Background: an optimization exercise with open tools, aiming at small area. Do not read the settings as production practice.
RTL that was checked went through simulation tests only; none was proved equivalent to the original.
Only the layout flow was run in runs 1 to 3; the RTL was not checked for function there.
No driver is modelled on the clock port, so clocking that relies on it looks cheaper here than on a real chip.
No activity file was given, so power comes from the tool's default toggle rates.

<file path="flow/config.mk">
export PLATFORM = sky130hd
export DESIGN_NAME = tiler_top
export DESIGN_NICKNAME = tiler_top
export VERILOG_FILES = /design/flow/design.v
export SDC_FILE = /design/flow/constraint.sdc
export NUM_CORES = 4
export LEC_CHECK = 0
export CAP_MARGIN = 20
export CORE_MARGIN = 2
export CORE_UTILIZATION = 40
export SLEW_MARGIN = 20
</file>
<file path="flow/constraint.sdc">
create_clock -name core_clock -period 10.0 [get_ports {clk_int}]
set_input_delay 2.0000 -clock core_clock [delete_from_list [all_inputs] [get_ports {clk_int}]]
set_output_delay 2.0000 -clock core_clock [all_outputs]
set_load 0.01 [all_outputs]
</file>
<file path="flow/design.v">
package tiler_pkg;
  localparam ARRAY_WIDTH = 12;
endpackage
`timescale 1ns/100ps
module tiler_top (
  input  logic                      clk_int,
  input  logic                      rst_ni,
  input  logic                      clear_i,
  input  logic                      start_i,
  input  logic [53:0]               cfg_i,
  output logic                      ready_o,
  output logic                      valid_o,
  output logic [363:0]              result_o
);
  function automatic logic ge6(input logic [5:0] x, input logic [5:0] k);
    ge6 = 1'b1;
    for (int i = 0; i < 6; i++) begin
      ge6 = k[i] ? (x[i] & ge6) : (x[i] | ge6);
    end
  endfunction
  function automatic logic [1:0] inc3(input logic [1:0] r);
    inc3 = {r[0], ~r[1] & ~r[0]};
  endfunction
  function automatic logic [1:0] dec3(input logic [1:0] r);
    dec3 = {~r[1] & ~r[0], r[1]};
  endfunction
  logic       busy_q, valid_q, last;
  logic [5:0] t_q;
  logic       load, ph1, ph2, ph_xw, ph_acc, ph_rot;
  assign load   = start_i & ~busy_q;
  logic ge15, ge28, ge53, ge55;
  assign ge15   = ge6(t_q, 6'd15);
  assign ge28   = ge6(t_q, 6'd28);
  assign ge53   = ge6(t_q, 6'd53);
  assign ge55   = ge6(t_q, 6'd55);
  assign ph1    = busy_q & ~ge15;
  assign ph2    = busy_q & ge15 & ~ge28;
  assign ph_xw  = busy_q & ge28;
  assign ph_acc = ph_xw & ~ge53;
  assign ph_rot = ph_xw & ge53;
  assign last   = busy_q & (t_q == 6'd57);
  always_ff @(posedge clk_int or negedge rst_ni) begin
    if (!rst_ni) begin
      busy_q  <= 1'b0;
      valid_q <= 1'b0;
    end else if (clear_i) begin
      busy_q  <= 1'b0;
      valid_q <= 1'b0;
    end else begin
      valid_q <= last;
      if (load)      busy_q <= 1'b1;
      else if (last) busy_q <= 1'b0;
    end
  end
  always_ff @(posedge clk_int) begin
    t_q <= busy_q ? t_q + 6'd1 : 6'd0;
  end
  logic [15:0] n_q, k_q;
  logic [1:0]  m_lo_q;
  logic [2:0]  op_q;
  logic [1:0]  fmt_q;
  always_ff @(posedge clk_int) begin
    if (load) begin
      n_q    <= cfg_i[21:6];
      k_q    <= cfg_i[37:22];
      m_lo_q <= cfg_i[39:38];
      op_q   <= cfg_i[5:3];
      fmt_q  <= {cfg_i[2] | cfg_i[1], cfg_i[2] | cfg_i[0]};
    end
  end
  logic [14:0] u_q;
  logic [1:0]  r3_q;
  logic        u_lsb, m_lo_nz;
  logic        e_bit, s1_bit, cy1_q;
  logic        r_bit, y_bit, bw_q, a_bit, a_prev_q, cy2_q;
  logic [1:0]  r3_add;
  assign u_lsb   = u_q[0];
  assign m_lo_nz = |m_lo_q;
  assign e_bit  = (t_q == 6'd0) ? m_lo_nz : (t_q == 6'd1);
  assign s1_bit = u_lsb ^ e_bit ^ cy1_q;
  assign r3_add = ~s1_bit ? r3_q : (t_q[0] ? dec3(r3_q) : inc3(r3_q));
  assign r_bit = ((t_q == 6'd15) & r3_q[0]) | ((t_q == 6'd16) & r3_q[1]);
  assign y_bit = u_lsb ^ r_bit ^ bw_q;
  assign a_bit = y_bit ^ a_prev_q ^ cy2_q;
  always_ff @(posedge clk_int) begin
    if (load) begin
      u_q  <= {1'b0, cfg_i[53:40]};
      r3_q <= 2'd0;
    end else begin
      u_q <= {ph1 ? s1_bit : (ph2 ? a_bit : u_lsb), u_q[14:1]};
      if (ph1) r3_q <= r3_add;
    end
    cy1_q    <= ph1 & ((u_lsb & e_bit) | (cy1_q & (u_lsb | e_bit)));
    bw_q     <= ph2 & ((~u_lsb & (r_bit | bw_q)) | (r_bit & bw_q));
    a_prev_q <= ph2 & a_bit;
    cy2_q    <= ph2 & ((a_bit & a_prev_q) | (cy2_q & (a_bit | a_prev_q)));
  end
  logic [12:0] a_iter, b_iter, c_iter;
  logic [13:0] d_iter;
  logic [3:0]  m_mod;
  logic        n_lo_nz;
  assign a_iter = u_q[14:2];
  assign n_lo_nz = |n_q[1:0];
  tiler_rca #(.W(13)) u_rca_b (.a({1'b0, k_q[15:4]}), .b(13'd0), .ci(|k_q[3:0]), .s(b_iter), .co());
  tiler_rca #(.W(13)) u_rca_c (.a({1'b0, n_q[15:4]}), .b(13'd0), .ci(|n_q[3:0]), .s(c_iter), .co());
  logic d_wrap;
  tiler_rca #(.W(14)) u_rca_d (.a(n_q[15:2]), .b(14'd0), .ci(n_lo_nz), .s(d_iter), .co(d_wrap));
  assign m_mod   = {m_lo_nz ? r3_q : inc3(r3_q), m_lo_q};
  logic [17:0] n3, k3;
  tiler_rca #(.W(18)) u_rca_n3 (.a({2'b0, n_q}), .b({1'b0, n_q, 1'b0}), .ci(1'b0), .s(n3), .co());
  tiler_rca #(.W(18)) u_rca_k3 (.a({2'b0, k_q}), .b({1'b0, k_q, 1'b0}), .ci(1'b0), .s(k3), .co());
  logic [2:0] slots;
  assign slots = {1'b0, n_q[3:2]} + {2'b0, n_lo_nz};
  logic [24:0] p_q;
  logic        e1_q, e2_q, zc_q, zbit;
  logic        abit;
  logic [12:0] p_sum;
  assign abit = ph2 & a_bit;
  tiler_rca #(.W(13)) u_rca_p (.a({1'b0, p_q[24:13]}), .b(b_iter & {13{abit}}),
                               .ci(1'b0), .s(p_sum), .co());
  always_ff @(posedge clk_int) begin
    p_q  <= {p_sum[12] | (ph_xw & e1_q), p_sum[11:0], p_q[12:1]};
    e1_q <= e2_q;
    e2_q <= ph_xw & (ge55 ? p_q[0] : zbit);
    zc_q <= ph_xw & ((p_q[0] & p_d_q) | (zc_q & (p_q[0] | p_d_q)));
  end
  logic        pbit;
  logic [37:0] x_q;
  logic [13:0] x_sum;
  assign pbit = ph_acc & p_q[0];
  assign zbit = p_q[0] ^ p_d_q ^ zc_q;
  tiler_rca #(.W(14)) u_rca_x (.a({1'b0, x_q[37:25]}), .b({1'b0, c_iter & {13{pbit}}}),
                               .ci(1'b0), .s(x_sum), .co());
  always_ff @(posedge clk_int) begin
    x_q <= {x_sum[13] | (ph_rot & x_q[0]), x_sum[12:0], x_q[24:1]};
  end
  logic [29:0] w_q;
  logic        x_d, p_d_q, wb_q;
  logic [1:0]  dd;
  logic        dp_bit, w_bit;
  assign x_d    = x_q[23];
  assign dd     = {d_iter[1] ^ d_iter[0], d_iter[0]};
  always_comb begin
    case (dd)
      2'd0:    dp_bit = 1'b0;
      2'd1:    dp_bit = pbit;
      2'd2:    dp_bit = p_d_q;
      default: dp_bit = zbit & ~ge55;
    endcase
  end
  assign w_bit  = x_d ^ dp_bit ^ wb_q;
  always_ff @(posedge clk_int) begin
    p_d_q <= pbit;
    wb_q  <= ph_xw & ((~x_d & (dp_bit | wb_q)) | (dp_bit & wb_q));
    w_q   <= {w_bit & ~d_wrap, w_q[29:1]};
  end
  logic [26:0] loop_v, p3;
  logic [31:0] x_v;
  assign loop_v = {e2_q, e1_q, p_q};
  for (genvar i = 0; i < 27; i++) begin : g_p3
    assign p3[i] = loop_v[(i + 24) % 27];
  end
  for (genvar i = 0; i < 32; i++) begin : g_xv
    assign x_v[i] = x_q[(i + 33) % 38];
  end
  logic [15:0] p_lo;
  logic [16:0] pc;
  assign pc[0] = 1'b0;
  for (genvar i = 0; i < 16; i++) begin : g_plo
    logic prev;
    assign prev     = (i == 0) ? 1'b0 : p_lo[i-1];
    assign p_lo[i]  = p3[i] ^ prev ^ pc[i];
    assign pc[i+1]  = (p_lo[i] & prev) | (pc[i] & (p_lo[i] | prev));
  end
  logic [4:0] s1_op;
  logic [2:0] s1_rnd, s2_rnd, cfmt;
  always_comb begin
    case (op_q[2:1])
      2'd0:    s1_op = 5'd0;
      2'd1:    s1_op = 5'd2;
      2'd2:    s1_op = 5'd3;
      default: s1_op = 5'd7;
    endcase
  end
  assign s1_rnd = {2'b0, op_q[2] & op_q[1]};
  assign s2_rnd = {2'b0, ~op_q[0] & (op_q[2] ^ op_q[1])};
  assign cfmt   = {fmt_q[1], ~fmt_q[1], fmt_q[0]};
  assign result_o = {
    3'd0, a_iter,                  
    3'd0, c_iter,                  
    d_iter, 2'd0,                  
    3'd0, b_iter,                  
    4'd0, m_mod,                   
    4'd0, n_q[3:0],                
    6'd0, n_q[1:0],                
    4'd0, k_q[3:0],                
    3'd0, slots, 2'd0,             
    15'd0, n_q, 1'b0,              
    11'd0, n3, 3'd0,               
    15'd0, k_q, 1'b0,              
    11'd0, k3, 3'd0,               
    s1_op,                         
    5'd7,                          
    s1_rnd,                        
    s2_rnd,                        
    cfmt,                          
    op_q != 3'd0,                  
    p_lo,                          
    x_v,                           
    w_q, 2'd0,                     
    3'd0, p3, 2'd0                 
  };
  assign ready_o = ~busy_q;
  assign valid_o = valid_q;
endmodule
module tiler_rca #(
  parameter int W = 8
) (
  input  logic [W-1:0] a,
  input  logic [W-1:0] b,
  input  logic         ci,
  output logic [W-1:0] s,
  output logic         co
);
  logic [W:0] c;
  assign c[0] = ci;
  for (genvar i = 0; i < W; i++) begin : g_bit
    assign {c[i+1], s[i]} = {1'b0, a[i]} + {1'b0, b[i]} + {1'b0, c[i]};
  end
  assign co = c[W];
endmodule
</file>
<file path="flow/flow/run.sh">
#!/bin/bash
# The standard layout, with the smallest buffer on the ports, the constant
# outputs left on the synthesis tie cells, and a small clock tree.
set -euo pipefail
export BUFFER_PORTS_ARGS="-buffer_cell sky130_fd_sc_hd__buf_1"
export SKIP_REPAIR_TIE_FANOUT=1
export CTS_ARGS="-sink_clustering_enable -repair_clock_nets -dont_use_dummy_load -buf_list sky130_fd_sc_hd__clkbuf_8 -root_buf sky130_fd_sc_hd__clkbuf_8 -sink_clustering_size 40 -sink_clustering_max_diameter 300 -sink_clustering_buffer sky130_fd_sc_hd__clkbuf_16"
bash standard.sh > standard_flow.log 2>&1
</file>
<file path="flow/standard.sh">
#!/bin/bash
# synth_recipe.tcl (not shown) runs the flow's synth.tcl, then flattens the netlist and writes it again
# the make line also repeats each setting of config.mk as NAME=value (left out here)
make -C /OpenROAD-flow-scripts/flow DESIGN_CONFIG=/design/flow/config.mk WORK_HOME=/design/flow/orfs CLKGATE_MAP_FILE= SYNTH_SCRIPT=/design/flow/synth_recipe.tcl "${@:-finish}"
</file>
==> impl_table.tex, run 1 <==
\begin{tabular}{lr}
\hline
Metric & Value \\
\hline
\multicolumn{2}{l}{\textbf{Status}} \\
\quad Result of the run & finished clean \\
\multicolumn{2}{l}{\textbf{Floorplanning}} \\
\quad Die area & 23380 um2 \\
\quad Die width & 152.9 um \\
\quad Die Height & 152.9 um \\
\quad Starting utilization of the core area & 40.64\% \\
\quad Ports placed on the boundary & 424 \\
\quad Std-Cell Core Area & 21820 um2 \\
\quad Number of cell rows & 54 \\
\multicolumn{2}{l}{\textbf{Setup path}} \\
\quad Stage delay of the slowest cell on the critical path & 0.46 ns \\
\quad Required time at the endpoint of the critical path & 8.00 ns \\
\quad Slowest CP cell & sky130\_fd\_sc\_hd\_\_edfxtp\_1 \\
\quad Critical Path AT & 6.84 ns \\
\quad Endpoint of the worst register-to-register path & p\_q[24] \\
\quad CP max FO & 5 \\
\quad R2R depth & 24 \\
\quad Startpoint-to-endpoint class of the critical path & reg2out \\
\quad Sort of element at the end of the critical path & primary output \\
\quad Worst setup path endpoint & result\_o[151] \\
\quad Total buffers and inverters traversed by the critical path & 3 \\
\quad Worst path depth & 19 \\
\quad Critical R2R Launch & t\_q[0] \\
\quad Delay-heaviest family, CP & adder cells \\
\quad Startpoint types & register \\
\quad Cell repeated most along the worst path & sky130\_fd\_sc\_hd\_\_fa\_1 \\
\quad Reg-to-reg setup timing slack & 2.68 ns \\
\quad Critical Path Start & k\_q[0] \\
\quad Worst path cell trace & ha\_1 -> inv\_1 -> fa\_1 -> inv\_1 -> fa\_1 -> fa\_1 -> fa\_1 -> fa\_1 -> fa\_1 -> fa\_1 -> fa\_1 -> fa\_1 -> fa\_1 -> fa\_1 -> fa\_1 -> fa\_1 -> fa\_1 -> ha\_1 -> buf\_1 \\
\multicolumn{2}{l}{\textbf{Pwr}} \\
\quad Power density of the placed cells & 139.4 nW/um2 \\
\quad Maximum ir drop on the vdd rail & 0.07353 mV \\
\quad Leakage & 3.647 nW \\
\quad Share of total power in the clock network & 28.0\% \\
\quad Proportion of total power due to net switching & 27.93\% \\
\quad Sequential power share & 57.0\% \\
\quad NetSw & 0.0003616 W \\
\quad P\_int & 0.0009333 W \\
\quad Relative contribution of combinational cells to total power & 15.0\% \\
\multicolumn{2}{l}{\textbf{Synthesis}} \\
\quad Cell type with the highest aggregate area in the netlist & sky130\_fd\_sc\_hd\_\_dfxtp\_1 \\
\quad Yosys warning total & 1 \\
\quad Sequential share of the synthesized area & 41.99\% \\
\quad Area fraction of the dominant cell type after synthesis & 28.22\% \\
\quad Post-synthesis register bit count & 166 \\
\quad Net Count, Synth & 917 \\
\quad Count of cell types in the netlist & 73 \\
\quad Synth top area cells & sky130\_fd\_sc\_hd\_\_dfxtp\_1 28\%, sky130\_fd\_sc\_hd\_\_buf\_4 14\%, sky130\_fd\_sc\_hd\_\_edfxtp\_1 13\% \\
\quad Mean instance size in the synthesized netlist & 11.82 um2 \\
\quad Commonest register cell after synthesis & sky130\_fd\_sc\_hd\_\_dfxtp\_1 \\
\quad Mapped Area & 8869 um2 \\
\quad Post-synthesis instance total & 750 \\
\quad Number of enable flip-flop cells after synthesis & 39 \\
\quad Share of synthesized registers carrying an async set or reset & 1.205\% \\
\multicolumn{2}{l}{\textbf{Worst hold path}} \\
\quad Hold Path Class & reg2reg \\
\multicolumn{2}{l}{\textbf{GRT}} \\
\quad Pin count of the biggest net entering global routing & 110 \\
\quad GRT Overall Usage & 15.44\% \\
\quad Global-route wire length before repair & 28890 um \\
\quad Via count of the first global-routing pass & 5358 \\
\quad Overflow after GRT & 0 \\
\quad Number of antenna violations at the first check in global routing & 0 \\
\multicolumn{2}{l}{\textbf{STA}} \\
\quad Maximum clock skew at final layout & 0.04699 ns \\
\quad Final-layout worst hold slack & 0.3198 ns \\
\quad Maximum achievable frequency & 113.1 MHz \\
\quad Number of hold violations in the final report & 0 \\
\quad Setup TNS & 0 ns \\
\quad Worst Slack Setup Final & 1.159 ns \\
\quad Setup violations, final & 0 \\
\quad Final Cycle Share & 88.41\% \\
\quad Worst Tran Pin Value & 0.7425 ns \\
\quad Count of pins over their slew limit & 0 \\
\quad Unrepaired setup endpoints after global routing & no \\
\quad Worst slew margin & 50.32\% \\
\quad Tmin final & 8.841 ns \\
\multicolumn{2}{l}{\textbf{Clocking}} \\
\quad CTS tree & done \\
\quad CTS H-Tree Depth & 4 \\
\quad Clock latency reported for the late side of the worst-skew pair & 0.45 ns \\
\quad Total setup buffers inserted after CTS & 0 \\
\quad Clk buf depth & 2 \\
\quad Number of buffers added to fix hold violations after cts & 0 \\
\quad Clock sink count & 166 \\
\quad Clock transition at the register clock pins on the worst setup and hold paths after CTS & 0.11 ns \\
\quad Cts bufs inserted & 17 \\
\quad Number of instances resized during post-cts repair & 0 \\
\quad Buffer cell driving the clock tree root & sky130\_fd\_sc\_hd\_\_clkbuf\_8 \\
\multicolumn{2}{l}{\textbf{Placement}} \\
\quad GPL Wtd Cong & 0.8003 \\
\quad Quantity of I/O buffers inserted on ports & 311 \\
\quad DPL Wire Length & 14160 um \\
\quad Placed Instance Area & 9055 um2 \\
\quad Post-Place Worst Slack & 1.534 ns \\
\multicolumn{2}{l}{\textbf{Finish}} \\
\quad Fill cell total of the finished layout & 2155 \\
\quad Post-layout net count & 1066 \\
\quad Count of inserted antenna diode cells & 0 \\
\quad Layout-stage area growth over the synthesis result & 4.740\% \\
\quad Top library cells by usage in the layout, fill and taps aside & 311 x sky130\_fd\_sc\_hd\_\_buf\_1, 125 x sky130\_fd\_sc\_hd\_\_dfxtp\_1, 55 x sky130\_fd\_sc\_hd\_\_fa\_1, 54 x sky130\_fd\_sc\_hd\_\_ha\_1, 39 x sky130\_fd\_sc\_hd\_\_edfxtp\_1 \\
\quad Post-layout utilization of the core & 42.56\% \\
\quad Fraction of final layout cells sized beyond drive strength 1 & 7.135\% \\
\quad Total non-filler cell area in the finished layout & 9289 um2 \\
\quad Most common cell after layout, fill and taps aside & sky130\_fd\_sc\_hd\_\_buf\_1 \\
\multicolumn{2}{l}{\textbf{Detailed routing}} \\
\quad Wire length per cell & 15.19 um \\
\quad Total length of routed wires & 17870 um \\
\quad Antenna Nets Post-Route & 0 \\
\quad Number of design-rule violations left by the first detailed-router iteration & 236 \\
\quad Vias post-DR & 5324 \\
\quad Number of iterations in the first detailed-routing pass & 5 \\
\quad Post-route DRC violation count & 0 \\
\quad Routed vias/inst & 4.523 \\
\multicolumn{2}{l}{\textbf{Job}} \\
\quad Maximum capacitance violations & 0 \\
\hline
\end{tabular}
==> power groups by stage <==
stage	logic, W	registers (W)	clock network, W
2_1_floorplan	0.000179	0.000753	0
3_3_place_gp	0.000192	0.000753	0
3_5_place_dp	0.000195	0.000754	0
4_1_cts	0.000196	0.000739	0.000383
5_1_grt	0.000217	0.000743	0.000404
6_report	0.000194	0.000738	0.000363
==> synth_stat cells (all sizes together), types with 3 or more instances <==
master   number
a211oi        5
a21oi        15
a22oi         5
and2         32
and3          5
buf         175
clkbuf        7
dfxtp       125
edfxtp       39
fa           55
ha           54
inv          37
mux2         16
mux2i         6
nand2        17
nand2b        6
nand3         4
nand3b        5
nor2         35
nor2b         8
nor3          8
o2111ai       3
o211ai        3
o21ai        13
or2           6
or3           4
or3b          4
xnor2        15
xor2          6
==> through the flow <==
stage	total power (W)	instances
2_1_floorplan	0.0009316	750
3_3_place_gp	0.0009457	1160
3_5_place_dp	0.0009495	1160
4_1_cts	0.001318	1177
5_1_grt	0.001365	1177
6_report	0.001295	1177
==> registers in the layout, indices dropped and copies added, names as in the netlist, 2 cells and up <==
register  flops
op_q          3
w_q          30
x_q          38
r3_q          2
m_lo_q        2
p_q          25
k_q          16
t_q           6
fmt_q         2
u_q          15
n_q          16
==> cell families (layout without fill, tap and decap cells) <==
kind of cell	count (synthesis)	after routing	share of synthesized area, %
buf+inv	220	367	16.79
flops	166	166	41.99
simple gates	143	143	9.269
fa+ha+maj	110	110	20.15
compound gates	65	65	6.603
xor+xnor	22	22	2.413
mux	22	22	2.709
other cells	2	2	0.08468
==> layer usage <==
| metal | track usage (%) | part of all wire (%) | vias to the layer above |
|---|---|---|---|
| met1 | 19.96 | 44 | 2527 |
| met3 | 3.572 | 4.8 | 23 |
| li1 | - | - | 2606 |
| met2 | 25.41 | 49 | 168 |
| met5 | 0 | 0 | - |
| met4 | 5.600 | 2.2 | 0 |
==> area by class of cell <==
| cell class | count | area [um2] | area share (%) |
|---|---|---|---|
| Timing Repair Buffer | 312 | 1175 | 12.65 |
| Multi-Input combinational cell | 364 | 3664 | 39.44 |
| Clock buffer | 17 | 234.0 | 2.519 |
| Tap cell | 280 | 350.3 | 3.772 |
| Sequential cell | 166 | 3724 | 40.09 |
| Inverter | 38 | 142.6 | 1.536 |
==> worst min path at each step <==
| stage | startpoint | slack [ns] | depth (start not counted) | endpoint |
|---|---|---|---|---|
| global route | x_q[14] | 0.32 | 0 | x_q[13] |
| CTS | x_q[14] | 0.32 | 0 | x_q[13] |
| global placement | w_q[25] | 0.33 | 0 | w_q[24] |
| floorplan | x_q[23] | 0.35 | 0 | x_q[22] |
| detailed placement | x_q[14] | 0.33 | 0 | x_q[13] |
| finish | x_q[14] | 0.32 | 0 | x_q[13] |
==> run 2, diff against run 1 <==
--- a/flow/design.v
+++ b/flow/design.v
@@ -14,2 +14,11 @@
 );
+  function automatic logic [32:0] rca(input logic [31:0] a, input logic [31:0] b,
+                                      input logic ci);
+    logic c;
+    c = ci;
+    for (int i = 0; i < 32; i++) begin
+      {c, rca[i]} = {1'b0, a[i]} + {1'b0, b[i]} + {1'b0, c};
+    end
+    rca[32] = c;
+  endfunction
   function automatic logic ge6(input logic [5:0] x, input logic [5:0] k);
@@ -30,5 +39,6 @@
   assign load   = start_i & ~busy_q;
-  logic ge15, ge28, ge53, ge55;
+  logic ge15, ge28, ge44, ge53, ge55;
   assign ge15   = ge6(t_q, 6'd15);
   assign ge28   = ge6(t_q, 6'd28);
+  assign ge44   = ge6(t_q, 6'd44);
   assign ge53   = ge6(t_q, 6'd53);
@@ -103,12 +113,23 @@
   assign n_lo_nz = |n_q[1:0];
-  tiler_rca #(.W(13)) u_rca_b (.a({1'b0, k_q[15:4]}), .b(13'd0), .ci(|k_q[3:0]), .s(b_iter), .co());
-  tiler_rca #(.W(13)) u_rca_c (.a({1'b0, n_q[15:4]}), .b(13'd0), .ci(|n_q[3:0]), .s(c_iter), .co());
+  logic [32:0] r_b_iter;
+  assign r_b_iter = rca(32'({1'b0, k_q[15:4]}), 32'(13'd0), |k_q[3:0]);
+  assign b_iter = r_b_iter[12:0];
+  logic [32:0] r_c_iter;
+  assign r_c_iter = rca(32'({1'b0, n_q[15:4]}), 32'(13'd0), |n_q[3:0]);
+  assign c_iter = r_c_iter[12:0];
   logic d_wrap;
-  tiler_rca #(.W(14)) u_rca_d (.a(n_q[15:2]), .b(14'd0), .ci(n_lo_nz), .s(d_iter), .co(d_wrap));
+  logic [32:0] r_d_iter;
+  assign r_d_iter = rca(32'(n_q[15:2]), 32'(14'd0), n_lo_nz);
+  assign d_iter = r_d_iter[13:0];
+  assign d_wrap = r_d_iter[14];
   assign m_mod   = {m_lo_nz ? r3_q : inc3(r3_q), m_lo_q};
   logic [17:0] n3, k3;
-  tiler_rca #(.W(18)) u_rca_n3 (.a({2'b0, n_q}), .b({1'b0, n_q, 1'b0}), .ci(1'b0), .s(n3), .co());
-  tiler_rca #(.W(18)) u_rca_k3 (.a({2'b0, k_q}), .b({1'b0, k_q, 1'b0}), .ci(1'b0), .s(k3), .co());
+  logic [32:0] r_n3;
+  assign r_n3 = rca(32'({2'b0, n_q}), 32'({1'b0, n_q, 1'b0}), 1'b0);
+  assign n3 = r_n3[17:0];
+  logic [32:0] r_k3;
+  assign r_k3 = rca(32'({2'b0, k_q}), 32'({1'b0, k_q, 1'b0}), 1'b0);
+  assign k3 = r_k3[17:0];
   logic [2:0] slots;
-  assign slots = {1'b0, n_q[3:2]} + {2'b0, n_lo_nz};
+  assign slots = {n_q[3] & n_q[2] & n_lo_nz, d_iter[1:0]};
   logic [24:0] p_q;
@@ -118,4 +139,5 @@
   assign abit = ph2 & a_bit;
-  tiler_rca #(.W(13)) u_rca_p (.a({1'b0, p_q[24:13]}), .b(b_iter & {13{abit}}),
-                               .ci(1'b0), .s(p_sum), .co());
+  logic [32:0] r_p_sum;
+  assign r_p_sum = rca(32'({1'b0, p_q[24:13]}), 32'(b_iter & {13{abit}}), 1'b0);
+  assign p_sum = r_p_sum[12:0];
   always_ff @(posedge clk_int) begin
@@ -123,3 +145,3 @@
     e1_q <= e2_q;
-    e2_q <= ph_xw & (ge55 ? p_q[0] : zbit);
+    e2_q <= ph_xw & ((ge44 & ~ge55) ? zbit : p_q[0]);
     zc_q <= ph_xw & ((p_q[0] & p_d_q) | (zc_q & (p_q[0] | p_d_q)));
@@ -131,4 +153,5 @@
   assign zbit = p_q[0] ^ p_d_q ^ zc_q;
-  tiler_rca #(.W(14)) u_rca_x (.a({1'b0, x_q[37:25]}), .b({1'b0, c_iter & {13{pbit}}}),
-                               .ci(1'b0), .s(x_sum), .co());
+  logic [32:0] r_x_sum;
+  assign r_x_sum = rca(32'({1'b0, x_q[37:25]}), 32'({1'b0, c_iter & {13{pbit}}}), 1'b0);
+  assign x_sum = r_x_sum[13:0];
   always_ff @(posedge clk_int) begin
@@ -156,7 +179,8 @@
   end
-  logic [26:0] loop_v, p3;
+  logic [26:0] loop_v, lv;
+  logic [26:0] p3;
   logic [31:0] x_v;
   assign loop_v = {e2_q, e1_q, p_q};
-  for (genvar i = 0; i < 27; i++) begin : g_p3
-    assign p3[i] = loop_v[(i + 24) % 27];
+  for (genvar i = 0; i < 27; i++) begin : g_lv
+    assign lv[i] = loop_v[(i + 24) % 27];
   end
@@ -165,11 +189,6 @@
   end
-  logic [15:0] p_lo;
-  logic [16:0] pc;
-  assign pc[0] = 1'b0;
-  for (genvar i = 0; i < 16; i++) begin : g_plo
-    logic prev;
-    assign prev     = (i == 0) ? 1'b0 : p_lo[i-1];
-    assign p_lo[i]  = p3[i] ^ prev ^ pc[i];
-    assign pc[i+1]  = (p_lo[i] & prev) | (pc[i] & (p_lo[i] | prev));
-  end
+  logic [32:0] r_p3_15_0_;
+  assign r_p3_15_0_ = rca(32'(lv[15:0]), 32'({lv[14:0], 1'b0}), 1'b0);
+  assign p3[15:0] = r_p3_15_0_[15:0];
+  assign p3[26:16] = lv[26:16];
   logic [4:0] s1_op;
@@ -207,3 +226,3 @@
     op_q != 3'd0,                  
-    p_lo,                          
+    lv[15:0],                      
     x_v,                           
@@ -215,17 +234 @@
 endmodule
-module tiler_rca #(
-  parameter int W = 8
-) (
-  input  logic [W-1:0] a,
-  input  logic [W-1:0] b,
-  input  logic         ci,
-  output logic [W-1:0] s,
-  output logic         co
-);
-  logic [W:0] c;
-  assign c[0] = ci;
-  for (genvar i = 0; i < W; i++) begin : g_bit
-    assign {c[i+1], s[i]} = {1'b0, a[i]} + {1'b0, b[i]} + {1'b0, c[i]};
-  end
-  assign co = c[W];
-endmodule
==> flow/flow/run.sh (replaced) <==
#!/bin/bash
# The standard layout, with the smallest buffer on the ports, the constant
# outputs on a few shared tie cells (flow/tie_groups.tcl), and a small
# clock tree.
set -euo pipefail
export BUFFER_PORTS_ARGS="-buffer_cell sky130_fd_sc_hd__buf_1"
export SKIP_REPAIR_TIE_FANOUT=1
export POST_FLOORPLAN_TCL="$PWD/flow/tie_groups.tcl"
export CTS_ARGS="-sink_clustering_enable -repair_clock_nets -dont_use_dummy_load -buf_list sky130_fd_sc_hd__clkbuf_8 -root_buf sky130_fd_sc_hd__clkbuf_8 -sink_clustering_size 40 -sink_clustering_max_diameter 300 -sink_clustering_buffer sky130_fd_sc_hd__clkbuf_16"
bash standard.sh > standard_flow.log 2>&1
==> flow/flow/tie_groups.tcl (new file) <==
# Constant outputs: split the synthesis tie nets (one tie cell for all the
# constant-0 outputs and one for the constant-1 ones) into groups of a few
# ports, each driven by a tie cell of its own, so that no tie net has to run
# round the whole die. Run at the end of floorplan, before pin placement.
set tie_group_size 8
# Synthesis puts a buffer between a tie cell and each port it drives; drop
# those first so the tie nets reach the ports.
remove_buffers
set tie_block [ord::get_db_block]
set tie_master [[ord::get_db] findMaster sky130_fd_sc_hd__conb_1]
set tie_count 0
foreach tie_inst [$tie_block getInsts] {
  if { [[$tie_inst getMaster] getName] != "sky130_fd_sc_hd__conb_1" } {
    continue
  }
  foreach tie_pin {LO HI} {
    set tie_net [[$tie_inst findITerm $tie_pin] getNet]
    if { $tie_net == "NULL" || $tie_net == "" } {
      continue
    }
    set names {}
    foreach bt [$tie_net getBTerms] {
      lappend names [$bt getName]
    }
    set names [lsort -dictionary $names]
    set n [llength $names]
    for { set g $tie_group_size } { $g < $n } { incr g $tie_group_size } {
      set new_inst [odb::dbInst_create $tie_block $tie_master tie_group_$tie_count]
      set new_net [odb::dbNet_create $tie_block tie_group_net_$tie_count]
      [$new_inst findITerm $tie_pin] connect $new_net
      foreach name [lrange $names $g [expr { $g + $tie_group_size - 1 }]] {
        set bt [$tie_block findBTerm $name]
        $bt disconnect
        $bt connect $new_net
      }
      incr tie_count
    }
  }
}
puts "tie groups: $tie_count tie cells added, at most $tie_group_size ports each"
==> impl_table.tex, run 2 <==
\begin{tabular}{lr}
\hline
Metric & Value \\
\hline
\multicolumn{2}{l}{\textbf{Status}} \\
\quad Result of the run & finished clean \\
\multicolumn{2}{l}{\textbf{Synthesis}} \\
\quad Post-synthesis register bit count & 166 \\
\quad Yosys warning total & 1 \\
\quad Commonest register cell after synthesis & sky130\_fd\_sc\_hd\_\_dfxtp\_1 \\
\quad Area fraction of the dominant cell type after synthesis & 30.60\% \\
\quad Net Count, Synth & 820 \\
\quad Sequential share of the synthesized area & 45.53\% \\
\quad Mapped Area & 8178 um2 \\
\quad Mean instance size in the synthesized netlist & 12.78 um2 \\
\quad Most frequently used cell type in the post-synthesis netlist & sky130\_fd\_sc\_hd\_\_buf\_4 \\
\quad Commonest cells in the synthesized netlist & 179 x sky130\_fd\_sc\_hd\_\_buf\_4, 125 x sky130\_fd\_sc\_hd\_\_dfxtp\_1, 68 x sky130\_fd\_sc\_hd\_\_fa\_1 \\
\quad Synth top area cells & sky130\_fd\_sc\_hd\_\_dfxtp\_1 31\%, sky130\_fd\_sc\_hd\_\_fa\_1 17\%, sky130\_fd\_sc\_hd\_\_buf\_4 16\% \\
\quad Cell type with the highest aggregate area in the netlist & sky130\_fd\_sc\_hd\_\_dfxtp\_1 \\
\quad Share of synthesized registers carrying an async set or reset & 1.205\% \\
\quad Post-synthesis instance total & 640 \\
\quad Number of enable flip-flop cells after synthesis & 39 \\
\quad Count of cell types in the netlist & 45 \\
\multicolumn{2}{l}{\textbf{Setup path}} \\
\quad Required time at the endpoint of the critical path & 8.00 ns \\
\quad Worst path cell trace & ha\_1 -> inv\_1 -> fa\_1 -> inv\_1 -> fa\_1 -> fa\_1 -> fa\_1 -> fa\_1 -> fa\_1 -> fa\_1 -> fa\_1 -> fa\_1 -> fa\_1 -> fa\_1 -> fa\_1 -> fa\_1 -> fa\_1 -> ha\_1 -> buf\_1 \\
\quad Reg-to-reg setup timing slack & 2.33 ns \\
\quad Startpoint-to-endpoint class of the critical path & reg2out \\
\quad Delay-heaviest family, CP & adder cells \\
\quad CP max FO & 6 \\
\quad Startpoint types & register \\
\quad Slowest CP cell & sky130\_fd\_sc\_hd\_\_edfxtp\_1 \\
\quad Sort of element at the end of the critical path & primary output \\
\quad Critical Path AT & 6.89 ns \\
\quad Cell repeated most along the worst path & sky130\_fd\_sc\_hd\_\_fa\_1 \\
\quad R2R depth & 22 \\
\quad Total buffers and inverters traversed by the critical path & 3 \\
\quad Critical R2R Launch & t\_q[0] \\
\quad Stage delay of the slowest cell on the critical path & 0.47 ns \\
\quad Endpoint of the worst register-to-register path & p\_q[24] \\
\multicolumn{2}{l}{\textbf{Floorplanning}} \\
\quad Die Height & 147.0 um \\
\quad Die area & 21600 um2 \\
\quad Number of cell rows & 52 \\
\quad Die width & 147.0 um \\
\quad Ports placed on the boundary & 424 \\
\quad Std-Cell Core Area & 20170 um2 \\
\quad Starting utilization of the core area & 40.55\% \\
\multicolumn{2}{l}{\textbf{Detailed routing}} \\
\quad Wire length on met2 & 8528 um \\
\quad Vias post-DR & 4720 \\
\quad Highest routing layer actually used & met4 \\
\quad Total length of routed wires & 17560 um \\
\quad Routed vias/inst & 4.424 \\
\quad Wire length on met3 & 1676 um \\
\quad Number of iterations in the first detailed-routing pass & 5 \\
\quad Antenna Nets Post-Route & 0 \\
\quad Post-route DRC violation count & 0 \\
\quad Number of design-rule violations left by the first detailed-router iteration & 143 \\
\quad Met1 WL & 7163 um \\
\quad Wire length per cell & 16.45 um \\
\multicolumn{2}{l}{\textbf{STA}} \\
\quad Setup TNS & 0 ns \\
\quad Maximum clock skew at final layout & 0.03625 ns \\
\quad Worst slew margin & 59.43\% \\
\quad Unrepaired setup endpoints after global routing & no \\
\quad Setup violations, final & 0 \\
\quad Worst Tran Pin Value & 0.6073 ns \\
\quad Number of hold violations in the final report & 0 \\
\quad Count of pins over their slew limit & 0 \\
\quad Final Cycle Share & 88.94\% \\
\quad Maximum achievable frequency & 112.4 MHz \\
\quad Final-layout worst hold slack & 0.3333 ns \\
\quad Worst Slack Setup Final & 1.106 ns \\
\quad Tmin final & 8.894 ns \\
\multicolumn{2}{l}{\textbf{Clocking}} \\
\quad Cts bufs inserted & 17 \\
\quad Buffer cell driving the clock tree root & sky130\_fd\_sc\_hd\_\_clkbuf\_8 \\
\quad Number of buffers added to fix hold violations after cts & 0 \\
\quad Clock sink count & 166 \\
\quad Clock latency reported for the late side of the worst-skew pair & 0.44 ns \\
\quad CTS tree & done \\
\quad Clock transition at the register clock pins on the worst setup and hold paths after CTS & 0.09 ns \\
\quad Number of instances resized during post-cts repair & 0 \\
\quad Clk buf depth & 2 \\
\quad CTS H-Tree Depth & 4 \\
\quad Total setup buffers inserted after CTS & 0 \\
\multicolumn{2}{l}{\textbf{GRT}} \\
\quad GRT Overall Usage & 16.45\% \\
\quad Via count of the first global-routing pass & 4745 \\
\quad Pin count of the biggest net entering global routing & 41 \\
\quad Global-route wire length before repair & 26960 um \\
\quad Overflow after GRT & 0 \\
\quad Number of antenna violations at the first check in global routing & 1 \\
\multicolumn{2}{l}{\textbf{Job}} \\
\quad Maximum capacitance violations & 0 \\
\multicolumn{2}{l}{\textbf{Finish}} \\
\quad Max reg flops & 38 \\
\quad Top library cells by usage in the layout, fill and taps aside & 311 x sky130\_fd\_sc\_hd\_\_buf\_1, 125 x sky130\_fd\_sc\_hd\_\_dfxtp\_1, 68 x sky130\_fd\_sc\_hd\_\_fa\_1, 54 x sky130\_fd\_sc\_hd\_\_ha\_1, 39 x sky130\_fd\_sc\_hd\_\_edfxtp\_1 \\
\quad Layout-stage area growth over the synthesis result & 5.233\% \\
\quad Most common cell after layout, fill and taps aside & sky130\_fd\_sc\_hd\_\_buf\_1 \\
\quad Fraction of final layout cells sized beyond drive strength 1 & 5.402\% \\
\quad Register with the most flip-flops & x\_q \\
\quad Fill cell total of the finished layout & 1971 \\
\quad Post-layout utilization of the core & 42.67\% \\
\quad Largest registers in the final layout & x\_q: 38 flops, w\_q: 30 flops, p\_q: 25 flops \\
\quad Post-layout net count & 978 \\
\multicolumn{2}{l}{\textbf{Worst hold path}} \\
\quad Hold path cells & 0 \\
\quad Hold EP & x\_q[17] \\
\quad Hold Startpoint & x\_q[18] \\
\quad Hold Path Class & reg2reg \\
\multicolumn{2}{l}{\textbf{Placement}} \\
\quad Post-Place Worst Slack & 1.526 ns \\
\quad Quantity of I/O buffers inserted on ports & 311 \\
\quad DPL Wire Length & 14460 um \\
\quad GPL Wtd Cong & 0.8768 \\
\multicolumn{2}{l}{\textbf{Pwr}} \\
\quad Power density of the placed cells & 149.8 nW/um2 \\
\quad Leakage & 3.519 nW \\
\quad Maximum ir drop on the vdd rail & 0.09089 mV \\
\quad Total power & 0.001289 W \\
\hline
\end{tabular}
## run 2: cell count changes in the layout (fill, tap and decap cells not counted), moves of 5 or more
cell	before	now
sky130_fd_sc_hd__nor2_1	34	16
sky130_fd_sc_hd__nand2b_1	5	0
sky130_fd_sc_hd__xnor2_1	14	4
sky130_fd_sc_hd__conb_1	2	15
sky130_fd_sc_hd__o21ai_0	12	4
sky130_fd_sc_hd__nand2_1	17	6
sky130_fd_sc_hd__fa_1	55	68
sky130_fd_sc_hd__a21oi_1	12	3
sky130_fd_sc_hd__nand3b_1	5	0
## run 2: cell families (layout without fill, tap and decap cells)
family,count (synthesis),count (layout),synth area share (%)
buf+inv,224,367,18.59
xor+xnor,7,7,0.7497
compound gates,22,22,2.234
flops,166,166,45.53
simple gates,79,79,5.462
other cells,2,16,0.09183
fa+ha+maj,122,122,24.91
mux,18,18,2.433
## run 2: worst max-delay path by stage
stage | to | slack, ns | cells after the start | from
after CTS | result_o[215] | 1.04 | 19 | n_q[0]
after global routing | result_o[215] | 0.80 | 19 | n_q[0]
after floorplan | result_o[215] | 1.83 | 18 | n_q[0]
after global placement | result_o[215] | 1.68 | 19 | n_q[0]
after detailed placement | result_o[215] | 1.53 | 19 | n_q[0]
final | result_o[215] | 1.11 | 19 | n_q[0]
## run 2: per-stage QoR
stage,instances,cell area (um2)
2_1_floorplan,640,8178
3_3_place_gp,1049,8369
3_5_place_dp,1049,8369
4_1_cts,1066,8603
5_1_grt,1066,8603
6_report,1067,8606
## run 2: cell type report
class,count,area (um2),area share (%)
multi-input cells,263,2990,34.75
diodes,1,2.502,0.02908
repair buffers,312,1175,13.65
clock buffers,17,234.0,2.719
well taps,270,337.8,3.926
inverters,38,142.6,1.657
flip-flops and latches,166,3724,43.27
## run 2: routing by layer
layer  up-vias  track usage [%]
met4         0            4.567
met3        19            4.565
met5         -                0
met2       196            26.06
met1      2327            22.32
li1       2178                -
## run 2: worst reg2reg max path: cells and delay by family (launching register included)
family                     cells  cell delay, ns
xor gates and xnor gates       2            0.38
AOI/OAI and AO/OA              2            0.55
and+or+nand+nor                3            0.45
muxes                          1            0.07
adders and majority gates     14            5.58
DFF                            1            0.51
## run 2: where the power goes
part,switching (W),internal (W)
logic,0.000124,0.0000690
clock network,0.000210,0.000151
registers,0.0000242,0.000711
total,0.000359,0.000931
==> run 3, diff against run 2 <==
==> flow/flow/run.sh (replaced) <==
#!/bin/bash
# The standard layout, with the smallest buffer on the ports, the constant
# outputs on a few shared tie cells (flow/tie_groups.tcl), and a small
# clock tree.
set -euo pipefail
export BUFFER_PORTS_ARGS="-buffer_cell sky130_fd_sc_hd__buf_1"
export SKIP_REPAIR_TIE_FANOUT=1
export POST_FLOORPLAN_TCL="$PWD/flow/tie_groups.tcl"
export CTS_ARGS="-sink_clustering_enable -repair_clock_nets -dont_use_dummy_load -buf_list sky130_fd_sc_hd__clkbuf_4 -root_buf sky130_fd_sc_hd__clkbuf_8 -sink_clustering_size 40 -sink_clustering_max_diameter 300 -sink_clustering_buffer sky130_fd_sc_hd__clkbuf_16"
bash standard.sh > standard_flow.log 2>&1
--- a/flow/config.mk
+++ b/flow/config.mk
@@ -9,3 +9,4 @@
 export CORE_MARGIN = 2
-export CORE_UTILIZATION = 40
+export CORE_UTILIZATION = 65
+export PLACE_DENSITY = 0.9
 export SLEW_MARGIN = 20
==> impl_table.tex, run 3 <==
\begin{tabular}{lr}
\hline
Metric & Value \\
\hline
\multicolumn{2}{l}{\textbf{Synthesis}} \\
\quad Mean instance size in the synthesized netlist & 12.78 um2 \\
\quad Cell type with the highest aggregate area in the netlist & sky130\_fd\_sc\_hd\_\_dfxtp\_1 \\
\quad Count of cell types in the netlist & 45 \\
\quad Commonest register cell after synthesis & sky130\_fd\_sc\_hd\_\_dfxtp\_1 \\
\quad Synth top area cells & sky130\_fd\_sc\_hd\_\_dfxtp\_1 31\%, sky130\_fd\_sc\_hd\_\_fa\_1 17\%, sky130\_fd\_sc\_hd\_\_buf\_4 16\% \\
\quad Commonest cells in the synthesized netlist & 179 x sky130\_fd\_sc\_hd\_\_buf\_4, 125 x sky130\_fd\_sc\_hd\_\_dfxtp\_1, 68 x sky130\_fd\_sc\_hd\_\_fa\_1 \\
\quad Number of enable flip-flop cells after synthesis & 39 \\
\quad Post-synthesis register bit count & 166 \\
\quad Mapped Area & 8178 um2 \\
\quad Post-synthesis instance total & 640 \\
\quad Yosys warning total & 1 \\
\quad Share of synthesized registers carrying an async set or reset & 1.205\% \\
\quad Sequential share of the synthesized area & 45.53\% \\
\quad Area fraction of the dominant cell type after synthesis & 30.60\% \\
\quad Net Count, Synth & 820 \\
\quad Most frequently used cell type in the post-synthesis netlist & sky130\_fd\_sc\_hd\_\_buf\_4 \\
\multicolumn{2}{l}{\textbf{Status}} \\
\quad Result of the run & did not finish \\
\quad Last step reached & I/O pin placement (3\_2\_place\_iop) \\
\quad Tool error & [ERROR PPL-0024] Number of IO pins (424) exceeds maximum number of available positions (412). Increase the die perimeter from 464.66um to 576.64um. \\
\multicolumn{2}{l}{\textbf{Floorplanning}} \\
\quad Die width & 116.2 um \\
\quad Die Height & 116.2 um \\
\quad Number of cell rows & 40 \\
\quad Starting utilization of the core area & 67.24\% \\
\hline
\end{tabular}
-- run 3: cell counts after synthesis --
Identical to the previous run, type by type.
-- run 3: cell families after synthesis --
family / count (synthesis) / share of synthesized area, %
DFF: 166 / 45.53
other: 2 / 0.09183
muxes: 18 / 2.433
buffers and inverters: 224 / 18.59
xor gates and xnor gates: 7 / 0.7497
AOI/OAI and AO/OA: 22 / 2.234
adders and majority gates: 122 / 24.91
and+or+nand+nor: 79 / 5.462
==> run 4, diff against run 3 <==
--- a/flow/design.v
+++ b/flow/design.v
@@ -85,2 +85,3 @@
   logic        r_bit, y_bit, bw_q, a_bit, a_prev_q, cy2_q;
+  logic        cy_q;
   logic [1:0]  r3_add;
@@ -89,2 +90,4 @@
   assign e_bit  = (t_q == 6'd0) ? m_lo_nz : (t_q == 6'd1);
+  assign cy1_q  = cy_q;
+  assign cy2_q  = cy_q;
   assign s1_bit = u_lsb ^ e_bit ^ cy1_q;
@@ -102,6 +105,6 @@
     end
-    cy1_q    <= ph1 & ((u_lsb & e_bit) | (cy1_q & (u_lsb | e_bit)));
     bw_q     <= ph2 & ((~u_lsb & (r_bit | bw_q)) | (r_bit & bw_q));
     a_prev_q <= ph2 & a_bit;
-    cy2_q    <= ph2 & ((a_bit & a_prev_q) | (cy2_q & (a_bit | a_prev_q)));
+    cy_q     <= (ph1 & ((u_lsb & e_bit) | (cy1_q & (u_lsb | e_bit))))
+              | (ph2 & ((a_bit & a_prev_q) | (cy2_q & (a_bit | a_prev_q))));
   end
@@ -119,7 +122,6 @@
   assign c_iter = r_c_iter[12:0];
-  logic d_wrap;
-  logic [32:0] r_d_iter;
-  assign r_d_iter = rca(32'(n_q[15:2]), 32'(14'd0), n_lo_nz);
-  assign d_iter = r_d_iter[13:0];
-  assign d_wrap = r_d_iter[14];
+  logic d_wrap, d_k;
+  assign d_k    = n_q[3] & n_q[2] & n_lo_nz;
+  assign d_iter = {d_k ? c_iter[11:0] : n_q[15:4], n_q[3] ^ (n_q[2] & n_lo_nz), n_q[2] ^ n_lo_nz};
+  assign d_wrap = d_k & c_iter[12];
   assign m_mod   = {m_lo_nz ? r3_q : inc3(r3_q), m_lo_q};
@@ -133,3 +135,3 @@
   logic [2:0] slots;
-  assign slots = {n_q[3] & n_q[2] & n_lo_nz, d_iter[1:0]};
+  assign slots = {d_k, d_iter[1:0]};
   logic [24:0] p_q;
==> flow/flow/run.sh (replaced) <==
#!/bin/bash
# The standard layout, with the smallest buffer on the ports, the constant
# outputs on a few shared tie cells (flow/tie_groups.tcl), and a small
# clock tree.
set -euo pipefail
export BUFFER_PORTS_ARGS="-buffer_cell sky130_fd_sc_hd__buf_1"
export SKIP_REPAIR_TIE_FANOUT=1
export POST_FLOORPLAN_TCL="$PWD/flow/tie_groups.tcl"
export CTS_ARGS="-sink_clustering_enable -repair_clock_nets -dont_use_dummy_load -buf_list sky130_fd_sc_hd__clkbuf_8 -root_buf sky130_fd_sc_hd__clkbuf_8 -sink_clustering_size 40 -sink_clustering_max_diameter 300 -sink_clustering_buffer sky130_fd_sc_hd__clkbuf_16"
bash standard.sh > standard_flow.log 2>&1
--- a/flow/config.mk
+++ b/flow/config.mk
@@ -9,4 +9,3 @@
 export CORE_MARGIN = 2
-export CORE_UTILIZATION = 65
-export PLACE_DENSITY = 0.9
+export CORE_UTILIZATION = 40
 export SLEW_MARGIN = 20
==> impl_table.tex, run 4 <==
\begin{tabular}{lr}
\hline
Metric & Value \\
\hline
\multicolumn{2}{l}{\textbf{Clocking}} \\
\quad CTS H-Tree Depth & 4 \\
\quad Cts bufs inserted & 17 \\
\quad Number of instances resized during post-cts repair & 0 \\
\quad Clock sink count & 165 \\
\quad Clock latency reported for the late side of the worst-skew pair & 0.44 ns \\
\quad CTS tree & done \\
\quad Number of buffers added to fix hold violations after cts & 0 \\
\quad Clock transition at the register clock pins on the worst setup and hold paths after CTS & 0.07 ns \\
\quad Buffer cell driving the clock tree root & sky130\_fd\_sc\_hd\_\_clkbuf\_8 \\
\quad Total setup buffers inserted after CTS & 0 \\
\quad Clk buf depth & 2 \\
\multicolumn{2}{l}{\textbf{Detailed routing}} \\
\quad Number of design-rule violations left by the first detailed-router iteration & 145 \\
\quad Wire length on met2 & 9324 um \\
\quad Number of iterations in the first detailed-routing pass & 4 \\
\quad Vias post-DR & 4758 \\
\quad Antenna Nets Post-Route & 0 \\
\quad Routed vias/inst & 4.377 \\
\quad Wire length on met3 & 1496 um \\
\quad Wire length per cell & 17.42 um \\
\quad Post-route DRC violation count & 0 \\
\quad Highest routing layer actually used & met4 \\
\quad Met1 WL & 7850 um \\
\quad Total length of routed wires & 18930 um \\
\multicolumn{2}{l}{\textbf{Finish}} \\
\quad Most common cell after layout, fill and taps aside & sky130\_fd\_sc\_hd\_\_buf\_1 \\
\quad Fill cell total of the finished layout & 1997 \\
\quad Max reg flops & 38 \\
\quad Post-layout net count & 986 \\
\quad Largest registers in the final layout & x\_q: 38 flops, w\_q: 30 flops, p\_q: 25 flops \\
\quad Fraction of final layout cells sized beyond drive strength 1 & 5.630\% \\
\quad Top library cells by usage in the layout, fill and taps aside & 311 x sky130\_fd\_sc\_hd\_\_buf\_1, 124 x sky130\_fd\_sc\_hd\_\_dfxtp\_1, 68 x sky130\_fd\_sc\_hd\_\_fa\_1, 41 x sky130\_fd\_sc\_hd\_\_nand2\_1, 41 x sky130\_fd\_sc\_hd\_\_ha\_1 \\
\quad Layout-stage area growth over the synthesis result & 4.939\% \\
\quad Total non-filler cell area in the finished layout & 8587 um2 \\
\quad Count of inserted antenna diode cells & 0 \\
\quad Register with the most flip-flops & x\_q \\
\multicolumn{2}{l}{\textbf{Setup path}} \\
\quad Endpoint of the worst register-to-register path & p\_q[24] \\
\quad Critical R2R Launch & t\_q[0] \\
\quad Sort of element at the end of the critical path & primary output \\
\quad R2R depth & 21 \\
\quad Delay-heaviest family, CP & adder cells \\
\quad Reg-to-reg setup timing slack & 2.61 ns \\
\quad Startpoint types & register \\
\quad Slowest CP cell & sky130\_fd\_sc\_hd\_\_edfxtp\_1 \\
\quad Worst path cell trace & ha\_1 -> inv\_1 -> fa\_1 -> inv\_1 -> fa\_1 -> fa\_1 -> fa\_1 -> fa\_1 -> fa\_1 -> fa\_1 -> fa\_1 -> fa\_1 -> fa\_1 -> fa\_1 -> fa\_1 -> fa\_1 -> fa\_1 -> ha\_1 -> buf\_1 \\
\quad Required time at the endpoint of the critical path & 8.00 ns \\
\quad CP max FO & 6 \\
\quad Startpoint-to-endpoint class of the critical path & reg2out \\
\quad Total buffers and inverters traversed by the critical path & 3 \\
\quad Critical Path AT & 6.91 ns \\
\quad Critical Path Start & n\_q[0] \\
\quad Cell repeated most along the worst path & sky130\_fd\_sc\_hd\_\_fa\_1 \\
\quad Stage delay of the slowest cell on the critical path & 0.45 ns \\
\multicolumn{2}{l}{\textbf{Placement}} \\
\quad DPL Wire Length & 15330 um \\
\quad Quantity of I/O buffers inserted on ports & 311 \\
\quad Placed Instance Area & 8353 um2 \\
\quad GPL Wtd Cong & 0.8134 \\
\multicolumn{2}{l}{\textbf{STA}} \\
\quad Final Cycle Share & 89.14\% \\
\quad Count of pins over their slew limit & 0 \\
\quad Maximum clock skew at final layout & 0.02696 ns \\
\quad Worst Tran Pin Value & 0.6144 ns \\
\quad Worst slew margin & 58.93\% \\
\quad Maximum achievable frequency & 112.2 MHz \\
\quad Number of hold violations in the final report & 0 \\
\quad Tmin final & 8.914 ns \\
\quad Setup TNS & 0 ns \\
\quad Unrepaired setup endpoints after global routing & no \\
\quad Setup violations, final & 0 \\
\multicolumn{2}{l}{\textbf{Synthesis}} \\
\quad Area fraction of the dominant cell type after synthesis & 30.34\% \\
\quad Post-synthesis instance total & 663 \\
\quad Post-synthesis register bit count & 165 \\
\quad Cell type with the highest aggregate area in the netlist & sky130\_fd\_sc\_hd\_\_dfxtp\_1 \\
\quad Sequential share of the synthesized area & 45.26\% \\
\quad Yosys warning total & 1 \\
\quad Commonest register cell after synthesis & sky130\_fd\_sc\_hd\_\_dfxtp\_1 \\
\quad Commonest cells in the synthesized netlist & 181 x sky130\_fd\_sc\_hd\_\_buf\_4, 124 x sky130\_fd\_sc\_hd\_\_dfxtp\_1, 68 x sky130\_fd\_sc\_hd\_\_fa\_1 \\
\quad Most frequently used cell type in the post-synthesis netlist & sky130\_fd\_sc\_hd\_\_buf\_4 \\
\quad Net Count, Synth & 830 \\
\quad Mean instance size in the synthesized netlist & 12.34 um2 \\
\quad Share of synthesized registers carrying an async set or reset & 1.212\% \\
\quad Count of cell types in the netlist & 49 \\
\quad Mapped Area & 8183 um2 \\
\quad Synth top area cells & sky130\_fd\_sc\_hd\_\_dfxtp\_1 30\%, sky130\_fd\_sc\_hd\_\_fa\_1 17\%, sky130\_fd\_sc\_hd\_\_buf\_4 17\% \\
\quad Number of enable flip-flop cells after synthesis & 39 \\
\multicolumn{2}{l}{\textbf{Pwr}} \\
\quad Leakage & 3.570 nW \\
\quad Relative contribution of combinational cells to total power & 16.8\% \\
\quad Maximum ir drop on the vdd rail & 0.08154 mV \\
\quad NetSw & 0.0003780 W \\
\quad Power density of the placed cells & 153.0 nW/um2 \\
\quad Share of total power in the clock network & 27.4\% \\
\quad Proportion of total power due to net switching & 28.77\% \\
\quad P\_int & 0.0009358 W \\
\quad Sequential power share & 55.9\% \\
\multicolumn{2}{l}{\textbf{Worst hold path}} \\
\quad Hold Path Class & reg2reg \\
\quad Hold Startpoint & x\_q[19] \\
\quad Hold EP & x\_q[18] \\
\quad Hold path cells & 0 \\
\multicolumn{2}{l}{\textbf{Floorplanning}} \\
\quad Number of cell rows & 52 \\
\quad Ports placed on the boundary & 424 \\
\quad Die Height & 147.0 um \\
\quad Die area & 21620 um2 \\
\quad Std-Cell Core Area & 20170 um2 \\
\quad Starting utilization of the core area & 40.57\% \\
\quad Die width & 147.0 um \\
\multicolumn{2}{l}{\textbf{GRT}} \\
\quad GRT Overall Usage & 17.66\% \\
\quad Pin count of the biggest net entering global routing & 42 \\
\quad Global-route wire length before repair & 28400 um \\
\quad Overflow after GRT & 0 \\
\quad Number of antenna violations at the first check in global routing & 1 \\
\quad Via count of the first global-routing pass & 4835 \\
\multicolumn{2}{l}{\textbf{Status}} \\
\quad Result of the run & finished clean \\
\multicolumn{2}{l}{\textbf{Job}} \\
\quad Maximum capacitance violations & 0 \\
\hline
\end{tabular}
==> run 4: changes by cell type after synthesis, moves of 3 or more <==
| cell | change |
|---|---|
| sky130_fd_sc_hd__and2_1 | -10 |
| sky130_fd_sc_hd__nand2_1 | +35 |
| sky130_fd_sc_hd__ha_1 | -13 |
| sky130_fd_sc_hd__o211ai_1 | -3 |
| sky130_fd_sc_hd__and3_1 | +12 |
| sky130_fd_sc_hd__buf_2 | -4 |
==> run 4: power by group through the flow <==
stage	clock (W)	sequential, W	combinational [W]
after global routing	0.000406	0.000739	0.000244
after floorplan	0	0.000747	0.000194
after global placement	0	0.000749	0.000220
after detailed placement	0	0.000749	0.000221
final	0.000359	0.000734	0.000220
after CTS	0.000378	0.000735	0.000222
==> run 4: per-stage QoR <==
stage               setup WS (ns)  hold WS, ns  utilization (%)  total power, W  cells
global route               0.8347       0.3298            42.57        0.001389   1087
finish                      1.086       0.3320            42.57        0.001314   1087
detailed placement          1.499       0.3344            41.41       0.0009710   1070
floorplan                   1.829       0.3319                -       0.0009410    663
CTS                         1.024       0.3356            42.57        0.001335   1087
global placement            1.590       0.3329            41.41       0.0009690   1070
==> run 4: worst max path at each step <==
stage	end	slack [ns]	cells after the start
floorplan	result_o[215]	1.83	18
global placement	result_o[215]	1.59	19
detailed placement	result_o[215]	1.50	19
CTS	result_o[215]	1.02	19
global route	result_o[215]	0.83	19
finish	result_o[215]	1.09	19
==> run 4: layout make-up <==
type | instances | area [um2] | area share (%)
flip-flops and latches | 165 | 3704 | 43.13
inverters | 36 | 135.1 | 1.574
multi-input cells | 286 | 2994 | 34.87
repair buffers | 313 | 1182 | 13.77
well taps | 270 | 337.8 | 3.934
clock buffers | 17 | 234.0 | 2.725
==> run 4: cells by family (layout without fill, tap and decap cells) <==
logic type | count (synthesis) | in the layout | share of synthesized area, %
AO/OA/AOI/OAI | 23 | 23 | 2.385
XOR/XNOR | 8 | 8 | 0.8563
adder cells (fa/ha/maj) | 110 | 110 | 23.03
buffers and inverters | 225 | 366 | 18.84
flip-flops | 165 | 165 | 45.26
multiplexers | 18 | 18 | 2.446
other | 2 | 15 | 0.09178
AND/OR/NAND/NOR | 112 | 112 | 7.095
==> run 4: metal layers <==
layer,vias to the layer above,track usage [%]
li1,2231,-
met4,0,4.471
met2,187,28.94
met5,-,0
met3,14,5.155
met1,2326,23.16
==> run 5, diff against run 4 <==
--- a/flow/design.v
+++ b/flow/design.v
@@ -35,6 +35,6 @@
   endfunction
-  logic       busy_q, valid_q, last;
+  logic       busy_q, valid;
   logic [5:0] t_q;
   logic       load, ph1, ph2, ph_xw, ph_acc, ph_rot;
-  assign load   = start_i & ~busy_q;
+  assign load   = start_i & ready_o;
   logic ge15, ge28, ge44, ge53, ge55;
@@ -50,18 +50,15 @@
   assign ph_rot = ph_xw & ge53;
-  assign last   = busy_q & (t_q == 6'd57);
+  assign valid  = busy_q & (t_q == 6'd58);
   always_ff @(posedge clk_int or negedge rst_ni) begin
     if (!rst_ni) begin
-      busy_q  <= 1'b0;
-      valid_q <= 1'b0;
+      busy_q <= 1'b0;
     end else if (clear_i) begin
-      busy_q  <= 1'b0;
-      valid_q <= 1'b0;
+      busy_q <= 1'b0;
     end else begin
-      valid_q <= last;
-      if (load)      busy_q <= 1'b1;
-      else if (last) busy_q <= 1'b0;
-    end
-  end
-  always_ff @(posedge clk_int) begin
-    t_q <= busy_q ? t_q + 6'd1 : 6'd0;
+      if (load)       busy_q <= 1'b1;
+      else if (valid) busy_q <= 1'b0;
+    end
+  end
+  always_ff @(posedge clk_int) begin
+    t_q <= (busy_q & ~valid) ? t_q + 6'd1 : 6'd0;
   end
@@ -233,4 +230,4 @@
   };
-  assign ready_o = ~busy_q;
-  assign valid_o = valid_q;
+  assign ready_o = ~busy_q | valid;
+  assign valid_o = valid;
 endmodule
--- a/flow/flow/run.sh
+++ b/flow/flow/run.sh
@@ -3,3 +3,4 @@
 # outputs on a few shared tie cells (flow/tie_groups.tcl), and a small
-# clock tree.
+# clock tree, after which gates with slack to spare are downsized
+# (flow/cts_recover.tcl).
 set -euo pipefail
@@ -8,2 +9,3 @@
 export POST_FLOORPLAN_TCL="$PWD/flow/tie_groups.tcl"
+export POST_CTS_TCL="$PWD/flow/cts_recover.tcl"
 export CTS_ARGS="-sink_clustering_enable -repair_clock_nets -dont_use_dummy_load -buf_list sky130_fd_sc_hd__clkbuf_8 -root_buf sky130_fd_sc_hd__clkbuf_8 -sink_clustering_size 40 -sink_clustering_max_diameter 300 -sink_clustering_buffer sky130_fd_sc_hd__clkbuf_16"
==> flow/flow/cts_recover.tcl (new file) <==
# After clock tree synthesis: downsize the gates whose paths have slack to
# spare, then legalize the placement again.
estimate_parasitics -placement
repair_timing -recover_power 100
detailed_placement
check_placement
--- a/flow/flow/tie_groups.tcl
+++ b/flow/flow/tie_groups.tcl
@@ -4,3 +4,3 @@
 # round the whole die. Run at the end of floorplan, before pin placement.
-set tie_group_size 8
+set tie_group_size 12
 # Synthesis puts a buffer between a tie cell and each port it drives; drop
==> impl_table.tex, run 5 <==
\begin{tabular}{lr}
\hline
Metric & Value \\
\hline
\multicolumn{2}{l}{\textbf{Status}} \\
\quad Result of the run & finished clean \\
\multicolumn{2}{l}{\textbf{Finish}} \\
\quad Largest registers in the final layout & x\_q: 38 flops, w\_q: 30 flops, p\_q: 25 flops \\
\quad Max reg flops & 38 \\
\quad Layout-stage area growth over the synthesis result & 4.131\% \\
\quad Fraction of final layout cells sized beyond drive strength 1 & 5.179\% \\
\quad Register with the most flip-flops & x\_q \\
\multicolumn{2}{l}{\textbf{Setup path}} \\
\quad Delay-heaviest family, CP & adder cells \\
\quad CP max FO & 6 \\
\quad Worst path cell trace & ha\_1 -> fa\_1 -> fa\_1 -> fa\_1 -> fa\_1 -> fa\_1 -> fa\_1 -> fa\_1 -> fa\_1 -> fa\_1 -> fa\_1 -> fa\_1 -> fa\_1 -> fa\_1 -> fa\_1 -> ha\_1 -> buf\_1 \\
\quad Stage delay of the slowest cell on the critical path & 0.47 ns \\
\quad Cell repeated most along the worst path & sky130\_fd\_sc\_hd\_\_fa\_1 \\
\quad Required time at the endpoint of the critical path & 8.00 ns \\
\quad Startpoint-to-endpoint class of the critical path & reg2out \\
\multicolumn{2}{l}{\textbf{Placement}} \\
\quad Quantity of I/O buffers inserted on ports & 311 \\
\quad Post-Place Worst Slack & 1.418 ns \\
\multicolumn{2}{l}{\textbf{Synthesis}} \\
\quad Post-synthesis instance total & 660 \\
\quad Synth top area cells & sky130\_fd\_sc\_hd\_\_dfxtp\_1 30\%, sky130\_fd\_sc\_hd\_\_fa\_1 17\%, sky130\_fd\_sc\_hd\_\_buf\_4 16\% \\
\quad Post-synthesis register bit count & 164 \\
\quad Cell type with the highest aggregate area in the netlist & sky130\_fd\_sc\_hd\_\_dfxtp\_1 \\
\quad Mean instance size in the synthesized netlist & 12.39 um2 \\
\quad Commonest cells in the synthesized netlist & 179 x sky130\_fd\_sc\_hd\_\_buf\_4, 124 x sky130\_fd\_sc\_hd\_\_dfxtp\_1, 68 x sky130\_fd\_sc\_hd\_\_fa\_1 \\
\quad Number of enable flip-flop cells after synthesis & 39 \\
\quad Sequential share of the synthesized area & 44.98\% \\
\quad Commonest register cell after synthesis & sky130\_fd\_sc\_hd\_\_dfxtp\_1 \\
\multicolumn{2}{l}{\textbf{Detailed routing}} \\
\quad Total length of routed wires & 18150 um \\
\quad Wire length per cell & 16.79 um \\
\quad Routed vias/inst & 4.388 \\
\multicolumn{2}{l}{\textbf{STA}} \\
\quad Maximum clock skew at final layout & 0.02983 ns \\
\quad Setup TNS & 0 ns \\
\quad Worst slew margin & 58.85\% \\
\quad Maximum achievable frequency & 111.3 MHz \\
\quad Number of hold violations in the final report & 0 \\
\quad Setup violations, final & 0 \\
\quad Count of pins over their slew limit & 0 \\
\quad Final Cycle Share & 89.81\% \\
\quad Worst Tran Pin Value & 0.6135 ns \\
\multicolumn{2}{l}{\textbf{Pwr}} \\
\quad Total power & 0.001288 W \\
\quad Leakage & 3.487 nW \\
\quad Maximum ir drop on the vdd rail & 0.07403 mV \\
\quad Share of total power in the clock network & 28.0\% \\
\quad NetSw & 0.0003633 W \\
\multicolumn{2}{l}{\textbf{Clocking}} \\
\quad Clock latency reported for the late side of the worst-skew pair & 0.45 ns \\
\quad Clock transition at the register clock pins on the worst setup and hold paths after CTS & 0.10 ns \\
\quad CTS tree & done \\
\multicolumn{2}{l}{\textbf{Floorplanning}} \\
\quad Ports placed on the boundary & 424 \\
\multicolumn{2}{l}{\textbf{GRT}} \\
\quad Number of antenna violations at the first check in global routing & 1 \\
\quad Global-route wire length before repair & 27410 um \\
\quad GRT Overall Usage & 16.78\% \\
\multicolumn{2}{l}{\textbf{Worst hold path}} \\
\quad Hold Path Class & reg2reg \\
\hline
\end{tabular}
==> run 5: cell types whose count changed after synthesis, moves of 3 or more <==
cell | previous run | this run
sky130_fd_sc_hd__and3_1 | 14 | 3
sky130_fd_sc_hd__mux2_2 | 16 | 10
sky130_fd_sc_hd__and2_1 | 18 | 25
sky130_fd_sc_hd__nor2_1 | 14 | 17
sky130_fd_sc_hd__mux2_4 | 0 | 6
==> run 5: worst paths after layout <==
check / end / startpoint / depth (start not counted) / slack (ns)
min in group asynchronous: busy_q / rst_ni / 1 / 1.30
setup reg to reg: p_q[24] / t_q[0] / 24 / 2.34
max in group asynchronous: busy_q / rst_ni / 1 / 8.60
hold / removal: x_q[19] / x_q[20] / 0 / 0.34
setup / recovery: result_o[215] / n_q[0] / 17 / 1.02
hold reg to reg: x_q[19] / x_q[20] / 0 / 0.34
==> run 5: final cells by class, clock buffers not listed <==
class	instances	area [um2]
Fill cell	1989	11650
Inverter	37	138.9
Timing Repair Buffer	313	1195
Multi-Input combinational cell	280	2932
Sequential cell	164	3679
Tap cell	270	337.8
==> run 5: power by group through the flow <==
stage	Combinational [W]	Sequential [W]	Clock (W)
floorplan	0.000183	0.000742	0
global route	0.000221	0.000733	0.000404
finish	0.000199	0.000728	0.000361
global placement	0.000199	0.000744	0
detailed placement	0.000200	0.000744	0
==> run 5: worst register-to-register path: stages (launching register included) <==
cell and delay [ns]:
sky130_fd_sc_hd__dfxtp_1 0.49, sky130_fd_sc_hd__inv_1 0.11, sky130_fd_sc_hd__ha_1 0.26, sky130_fd_sc_hd__nand4_1 0.10, sky130_fd_sc_hd__o21ai_0 0.08, sky130_fd_sc_hd__nand2b_1 0.09
sky130_fd_sc_hd__fa_1 0.45, sky130_fd_sc_hd__xnor3_1 0.24, sky130_fd_sc_hd__nor4_2 0.08, sky130_fd_sc_hd__clkbuf_4 0.20, sky130_fd_sc_hd__and2_0 0.17, sky130_fd_sc_hd__ha_1 0.19
sky130_fd_sc_hd__fa_1 0.42, sky130_fd_sc_hd__fa_1 0.44, sky130_fd_sc_hd__fa_1 0.44, sky130_fd_sc_hd__fa_1 0.43, sky130_fd_sc_hd__fa_1 0.43, sky130_fd_sc_hd__fa_1 0.43
sky130_fd_sc_hd__fa_1 0.43, sky130_fd_sc_hd__fa_1 0.43, sky130_fd_sc_hd__fa_1 0.43, sky130_fd_sc_hd__fa_1 0.44, sky130_fd_sc_hd__fa_1 0.44, sky130_fd_sc_hd__a221oi_1 0.23
sky130_fd_sc_hd__a31oi_1 0.06
==> run 5: cell families after synthesis <==
family / count (synthesis) / synth area share (%)
buffers and inverters: 225 / 19.09
AND/OR/NAND/NOR: 110 / 6.916
adder cells (fa/ha/maj): 111 / 23.19
AO/OA/AOI/OAI: 24 / 2.204
multiplexers: 17 / 2.601
other: 2 / 0.09183
XOR/XNOR: 7 / 0.9181
flip-flops: 164 / 44.98
==> run 5: through the flow <==
step / utilization (%) / cell area, um2
floorplan: - / 8178
global placement: 41.12 / 8294
detailed placement: 41.12 / 8294
global route: 42.22 / 8516
finish: 42.22 / 8516
==> run 5: metal layers <==
layer	routed length, um	global-route usage (%)	part of all wire, %
met3	1291	4.286	7.1
met1	7717	22.43	43
met5	0	0	0
met2	8843	26.83	49
met4	299	5.529	1.6

## afterwards: timing with drivers on the ports
No port has a modelled driver above. Below, the same layouts with a new extraction and two added sets of constraints.
Step 1, drivers: a clkbuf_16 drives clk_int and a buf_2 each remaining input, both assumed.
Step 2 times the ports against the registers' clock, not the clock port: input delays grow and output delays shrink by t, the midpoint of the rising clock arrivals with the driver on.
a / b / c = ideal / step 1 / step 2; a / b = the first two.
run	t (ns)	slack for setup (ns)
run 1	0.465	1.159 / 1.117 / 1.582
run 2	0.460	1.106 / 1.069 / 1.529
run 4	0.461	1.086 / 1.049 / 1.509
run 5	0.473	1.019 / 0.978 / 1.451
After both steps setup and hold are still met in every run listed.
